Source: an optimization exercise on an open RTL-to-GDS flow (aim: small area). Production flows keep margins and buffers that such runs may drop.
At most, simulation tests tie the RTL to the original design; equivalence was not proved.
Power figures rest on the tool's default switching activity, not on a simulated workload.

nickel:
Design cad_top, start of the top module:
module cad_top #(
  parameter int IMG_SIDE = 8,
  parameter int IMG_COUNT = 2,
  parameter int KER_COUNT = 2,
  localparam int IMG_IDX_W = (IMG_COUNT > 1) ? $clog2(IMG_COUNT) : 1,
  localparam int KER_IDX_W = (KER_COUNT > 1) ? $clog2(KER_COUNT) : 1
) (
  input  logic                 clk,
  input  logic                 rst_n,
  input  logic                 i_in_valid,
  input  cad_pkg::data_t       i_matrix,
  input  logic                 i_start,
  input  logic [IMG_IDX_W-1:0] i_img_idx,
  input  logic [KER_IDX_W-1:0] i_ker_idx,
  output logic                 o_busy,
  output logic                 o_out_valid,
  output logic                 o_out_value
);
  logic [511:0] img0;
  logic [511:0] img1;
  logic [199:0] ker0;
  logic [199:0] ker1;
  logic [7:0] img0_tail;
  logic [7:0] img1_tail;
  logic [7:0] ker0_tail;
  logic [7:0] ker1_tail;
  assign img0_tail = img0[511:504];
  assign img1_tail = img1[511:504];
  assign ker0_tail = ker0[199:192];
  assign ker1_tail = ker1[199:192];
  logic       busy;
  logic       comp;      
  ...
Size in the first run: roughly 4100 cells after synthesis, about 1500 flip-flops, about 17 I/O pins, about 46000 um2 of cells after synthesis.
export LEC_CHECK = 0
export ABC_AREA = 1
export CAP_MARGIN = 20
export CORE_MARGIN = 2
export CORE_UTILIZATION = 75
export CTS_CLUSTER_DIAMETER = 80
export CTS_CLUSTER_SIZE = 25
export PLACE_DENSITY = 0.86
export SLEW_MARGIN = 20
create_clock -name core_clock -period 12.0 [get_ports {clk}]
run.sh (not shown) runs the stock make flow with config.mk's settings and CLKGATE_MAP_FILE= SYNTH_SCRIPT=/design/flow/synth_recipe.tcl, a recipe that flattens the netlist after the stock synthesis.
Here is what was changed in the inputs of lagoon compared with nickel.
--- a/flow/design.v
+++ b/flow/design.v
@@ -87,22 +87,26 @@
       4'd10: sched = {1'b0, 6'd16};   
       4'd11: sched = {1'b1, 6'd54};   
       4'd12: sched = {1'b0, 6'd27};   
       4'd13: sched = {1'b0, 6'd19};   
       4'd14: sched = {1'b1, 6'd56};   
       default: sched = {1'b1, 6'd48};   
     endcase
   end
-  assign start_out = comp && !outi[4] && !run && kpos == 5'd0 && rpos == sched[5:0];
+  logic rpos_hit;
+  logic kpos_hit;
+  assign rpos_hit = (rpos == (outi[4] ? rpos_init : sched[5:0]));
+  assign kpos_hit = (kpos == kpos_goal);
+  assign start_out = comp && !outi[4] && !run && kpos_hit && rpos_hit;
   assign mac = (run && gap == 2'd0) || start_out;
-  assign img_step = comp && !(outi[4] && rpos == rpos_init);
-  assign ker_step = mac || (comp && !run && kpos != kpos_goal);
+  assign img_step = comp && !(outi[4] && rpos_hit);
+  assign ker_step = mac || (comp && !run && !kpos_hit);
   logic restored;
-  assign restored = outi[4] && !img_step && kpos == kpos_init && !cmp && !cmp_q;
+  assign restored = outi[4] && !img_step && kpos_hit && !cmp && !cmp_q;
   assign row_end = (kpos == 5'd4) || (kpos == 5'd9) || (kpos == 5'd14) || (kpos == 5'd19);
   logic pol;
   logic img_rot, img_rot_n, ker_rot, ker_rot_n;
   logic en_i0, en_i1, en_k0, en_k1;
   logic en_i0_n, en_i1_n, en_k0_n, en_k1_n;
   logic [7:0] wdata;
   logic [7:0] head_i0, head_i1, head_k0, head_k1;
   always_ff @(posedge clk or negedge rst_n) begin
Results
Routing usage on met1: lagoon < nickel. Sort nickel and lagoon by power share of the clock group, ascending, and lagoon comes first. On fraction of layout instances using a drive strength above 1, lagoon tracks nickel almost exactly. The post-detailed-routing wire length of lagoon falls short of that of nickel by about 0.6%. Looking at half-perimeter wire length of the detailed placement result across both flows, lagoon is the stronger of the two, with nickel trailing. Diff nickel..lagoon | placement-stage cell area | negligible.
Function not checked in lagoon: the RTL went through the layout flow alone.

--- another note on this design; it stands on its own ---

## cad_top
module cad_top #(
  parameter int IMG_SIDE = 8,
  parameter int IMG_COUNT = 2,
  parameter int KER_COUNT = 2,
  localparam int IMG_IDX_W = (IMG_COUNT > 1) ? $clog2(IMG_COUNT) : 1,
  localparam int KER_IDX_W = (KER_COUNT > 1) ? $clog2(KER_COUNT) : 1
) (
  input  logic                 clk,
  input  logic                 rst_n,
  input  logic                 i_in_valid,
  input  cad_pkg::data_t       i_matrix,
  input  logic                 i_start,
  input  logic [IMG_IDX_W-1:0] i_img_idx,
  input  logic [KER_IDX_W-1:0] i_ker_idx,
  output logic                 o_busy,
  output logic                 o_out_valid,
  output logic                 o_out_value
);
  logic [511:0] img0;
  logic [511:0] img1;
  logic [199:0] ker0;
  logic [199:0] ker1;
  logic [7:0] img0_tail;
  logic [7:0] img1_tail;
  logic [7:0] ker0_tail;
  logic [7:0] ker1_tail;
  assign img0_tail = img0[511:504];
  assign img1_tail = img1[511:504];
  assign ker0_tail = ker0[199:192];
  assign ker1_tail = ker1[199:192];
  logic       busy;
  logic       comp;      
  logic       img_sel;
  logic       ker_sel;
  logic [1:0] wseg;      
  ...
Size: about 1500 flip-flops, ~46000 um2 of cells after synthesis.
clock: 12.0 ns
lec_check: 0
abc_area: 1
cap_margin: 0
core_margin: 2
core_utilization: 70
cts_cluster_diameter: 80
cts_cluster_size: 25
place_density: 0.8
slew_margin: 0
run.sh (not shown) runs the stock make flow with config.mk's settings and CLKGATE_MAP_FILE= SYNTH_SCRIPT=/design/flow/synth_recipe.tcl, a recipe that flattens the netlist after the stock synthesis.
The first run completed without violations.
Rerun with:
Settings changed: CAP_MARGIN 0 to 20, SLEW_MARGIN 0 to 20.
Result: Power stays the same; wire length stays the same; cell count stays the same; sequential power barely changes.

==> re-timing with driven ports <==
How much do the figures lean on ideal ports? The routed layouts below were timed once more, with nothing changed but the port constraints. Step 1 (the two cells are an assumption about what drives the block):
set clk [get_ports {clk}]
set_driving_cell -lib_cell sky130_fd_sc_hd__clkbuf_16 $clk
set_driving_cell -lib_cell sky130_fd_sc_hd__buf_2 [delete_from_list [all_inputs] $clk]
Step 2 moves the port delays by t, midway between the first and last clock arrival at a register: inputs arrive t later, outputs are due t later. That takes back most of the time a late clock gives input paths. Three values: ideal ports, drivers, drivers and shift; two values: the first two.
run	shift t [ns]	setup slack, ns	hold slack, ns	worst setup path after step 2	pins driven straight from the clock port
nickel	0.689	2.000 / 2.000 / 2.000	0.413 / 0.413 / 0.413	register to register	1
lagoon	0.688	2.189 / 2.189 / 2.189	0.407 / 0.407 / 0.407	register to register	1
the first run of note 2	0.700	2.155 / 2.155 / 2.155	0.386 / 0.386 / 0.386	register to register	1
the second run of note 2	0.700	2.155 / 2.155 / 2.155	0.386 / 0.386 / 0.386	register to register	1
After both steps setup and hold are still met in every run listed.
